What follows belongs to an exercise in optimizing a design on an open flow for small area, a short achievable clock period and few clock cycles; a production flow would make more cautious choices.
Only simulation tests tie the RTL to the original design; equivalence was not proved.
No activity file was given, so power comes from the tool's default toggle rates.

==> flow/design.v (excerpt) <==
module g2048_top (
	input  logic        clk,
	input  logic        rst_n,
	input  logic        cyc,
	input  logic        stb,
	input  logic        we,
	input  logic [4:0]  adr,
	input  logic [31:0] dat_w,
	output logic [31:0] dat_r,
	output logic        ack
);
clock: 30.0 ns
lec_check: 0
cap_margin: 20
core_margin: 2
core_utilization: 40
cts_buf_list: sky130_fd_sc_hd__clkbuf_4 sky130_fd_sc_hd__clkbuf_8
slew_margin: 20
standard.sh (not shown) runs the stock make flow with config.mk's settings and CLKGATE_MAP_FILE= SYNTH_SCRIPT=/design/flow/synth_recipe.tcl, a recipe that flattens the netlist after the stock synthesis.
==> flow/flow/run.sh <==
#!/bin/bash
# Layout flow: the standard ORFS flow, with synthesis changed only in its
# technology mapping: no adder extraction (ADDER_MAP_FILE empty) and an
# area-oriented ABC script for the combinational logic, then ABC gate sizing. Registers, their
# names and cell types are as the standard synthesis makes them. The port
# buffers are buf_4 instead of the flow's pick. One tie cell drives all the
# constant outputs. Clock tree synthesis adds no dummy loads.
set -euo pipefail
HERE=$(pwd)
FLOW_DIR=$HERE/flow

# The read mux (from the address inputs to the read data register) is mapped
# on its own for depth first, as the address arrives late in the cycle; the
# rest of the logic is mapped for area.
cat > $HERE/own_synth.tcl <<'TCL'
proc abc {args} {
  set i [lsearch -exact $args -script]
  set stop ":-sky130_fd_sc_hd__dfxtp_1:-sky130_fd_sc_hd__edfxtp_1"
  yosys select -set rdmux i:adr %co*$stop c:rdat* %ci1 %ci*$stop %i {t:$_*} %i
  yosys tee -q -o $::env(OWN_FLOW_DIR)/../rdmux_cells.txt select -list @rdmux
  set fast $args
  lset fast [expr { $i + 1 }] $::env(OWN_FLOW_DIR)/abc_fast.script
  yosys abc {*}$fast -dont_use sky130_fd_sc_hd__mux4_1 -dont_use sky130_fd_sc_hd__mux4_2 -dont_use sky130_fd_sc_hd__mux4_4 @rdmux
  lset args [expr { $i + 1 }] $::env(OWN_FLOW_DIR)/abc_area.script
  yosys abc {*}$args
}
TCL
echo "source $HERE/synth_recipe.tcl" >> $HERE/own_synth.tcl
export OWN_FLOW_DIR=$FLOW_DIR

sed -e "s#SYNTH_SCRIPT=[^ ]*#SYNTH_SCRIPT=$HERE/own_synth.tcl ADDER_MAP_FILE= SKIP_REPAIR_TIE_FANOUT=1 SYNTH_INSBUF=0 BUFFER_PORTS_ARGS='-buffer_cell sky130_fd_sc_hd__buf_4' CTS_ARGS='-sink_clustering_enable -repair_clock_nets -buf_list {sky130_fd_sc_hd__clkbuf_4 sky130_fd_sc_hd__clkbuf_8} -dont_use_dummy_load'#" standard.sh > $HERE/own_standard.sh
grep -q "own_synth.tcl" $HERE/own_standard.sh

bash $HERE/own_standard.sh finish > $HERE/make_finish.log 2>&1
==> flow/flow/abc_area.script <==
strash
&get -n
&fraig -x
&put
scorr
dc2
balance
rewrite
refactor
balance
rewrite
rewrite -z
balance
refactor -z
rewrite -z
balance
strash
dch -f
amap
topo
stime -c
upsize -c -D 5000
dnsize -c -D 5000
==> flow/flow/abc_fast.script <==
strash
&get -n
&fraig -x
&put
scorr
dc2
strash
&get -n
&dch -f
&if -g -K 6
&synch2
&nf
&put
topo
stime -c
buffer -c
upsize -c
dnsize -c
The baseline produced a clean layout.
Testbench counts at the start, summed over its fixed seeds: cycles 70,728.
==> next run, changes <==
--- a/flow/flow/run.sh
+++ b/flow/flow/run.sh
@@ -7 +7 @@
-# constant outputs. Clock tree synthesis adds no dummy loads.
+# constant outputs.
@@ -31 +31 @@
-sed -e "s#SYNTH_SCRIPT=[^ ]*#SYNTH_SCRIPT=$HERE/own_synth.tcl ADDER_MAP_FILE= SKIP_REPAIR_TIE_FANOUT=1 SYNTH_INSBUF=0 BUFFER_PORTS_ARGS='-buffer_cell sky130_fd_sc_hd__buf_4' CTS_ARGS='-sink_clustering_enable -repair_clock_nets -buf_list {sky130_fd_sc_hd__clkbuf_4 sky130_fd_sc_hd__clkbuf_8} -dont_use_dummy_load'#" standard.sh > $HERE/own_standard.sh
+sed -e "s#SYNTH_SCRIPT=[^ ]*#SYNTH_SCRIPT=$HERE/own_synth.tcl ADDER_MAP_FILE= SKIP_REPAIR_TIE_FANOUT=1 SYNTH_INSBUF=0 BUFFER_PORTS_ARGS='-buffer_cell sky130_fd_sc_hd__buf_4'#" standard.sh > $HERE/own_standard.sh
--- a/flow/flow/abc_area.script
+++ b/flow/flow/abc_area.script
@@ -22,2 +22,2 @@
-upsize -c -D 5000
-dnsize -c -D 5000
+upsize -c
+dnsize -c
=> Global-route usage increases by 1.6 points. Setup slack improved by 0.059 ns. Maximum frequency came out higher slightly. Cell area came out higher by a few percent. Die area climbs slightly. Area after synthesis came out higher slightly. Hold slack improves by 0.0053 ns. Power grows by roughly a tenth. Count of clock-buffer cells in the layout went up by 1. Clock power climbs by a quarter to a third. Clock skew came out lower by 0.028 ns.
==> next run, changes <==
--- a/flow/flow/run.sh
+++ b/flow/flow/run.sh
@@ -23 +23 @@
-  yosys abc {*}$fast -dont_use sky130_fd_sc_hd__mux4_1 -dont_use sky130_fd_sc_hd__mux4_2 -dont_use sky130_fd_sc_hd__mux4_4 @rdmux
+  yosys abc {*}$fast @rdmux
==> flow/flow/abc_area.script (replaced) <==
strash
&get -n
&fraig -x
&put
scorr
dc2
balance -l
resub -K 6 -l
rewrite -l
resub -K 6 -N 2 -l
refactor -l
resub -K 8 -l
balance -l
resub -K 8 -N 2 -l
rewrite -l
resub -K 10 -l
rewrite -z -l
resub -K 10 -N 2 -l
balance -l
resub -K 12 -l
refactor -z -l
resub -K 12 -N 2 -l
rewrite -z -l
balance -l
strash
dch -f
amap
topo
stime -c
upsize -c
dnsize -c
==> flow/flow/abc_fast.script (replaced) <==
strash
&get -n
&fraig -x
&put
scorr
dc2
strash
&get -n
&dch -f
&if -g -K 6
&synch2
&nf
&put
What happened: Global-route usage is lower by 0.39 points. Wire length is lower by 2.6%. Fmax is lower by 2.8%. Setup slack degrades by 0.20 ns. Cell area is lower by 0.47%. Sequential share of layout area is higher by 0.10 points. Power is lower by 1.5%. Synthesized cell count is lower by 3.9%. Critical path depth is lower by 1. First-iteration DRC count is lower by 7.7%.

-- afterwards: timing with drivers on the ports --
No port has a modelled driver above. Below, the same layouts with a new extraction and two added sets of constraints. Step 1 assumes that a clkbuf_16 drives the clock port and a buf_2 every other input. Step 2 adds t to the input delays and takes it off the output delays; t is the mean of the earliest and latest rising clock arrival at the registers after step 1. Input paths then give back, and output paths get back, about the clock's delay inside the block. a / b / c = ideal ports / drivers / drivers and shift; a / b = the first two.
run | shift t [ns] | slack for setup (ns) | latest minus earliest clock arrival (ns) | worst register clock-pin slew, ns | cell pins on the clock port's net
the first run | 0.424 | 22.869 / 22.889 / 22.465 | 0.043 / 0.044 | 0.11 / 0.11 | 1
the second run | 0.432 | 22.928 / 22.948 / 22.516 | 0.015 / 0.016 | 0.11 / 0.11 | 1
the third run | 0.450 | 22.724 / 22.745 / 22.296 | 0.014 / 0.015 | 0.11 / 0.11 | 1
After both steps setup and hold are still met in every run listed. The setup slack of the third run, which loses most, moves by +0.021 ns with the drivers and by -0.428 ns with both steps.
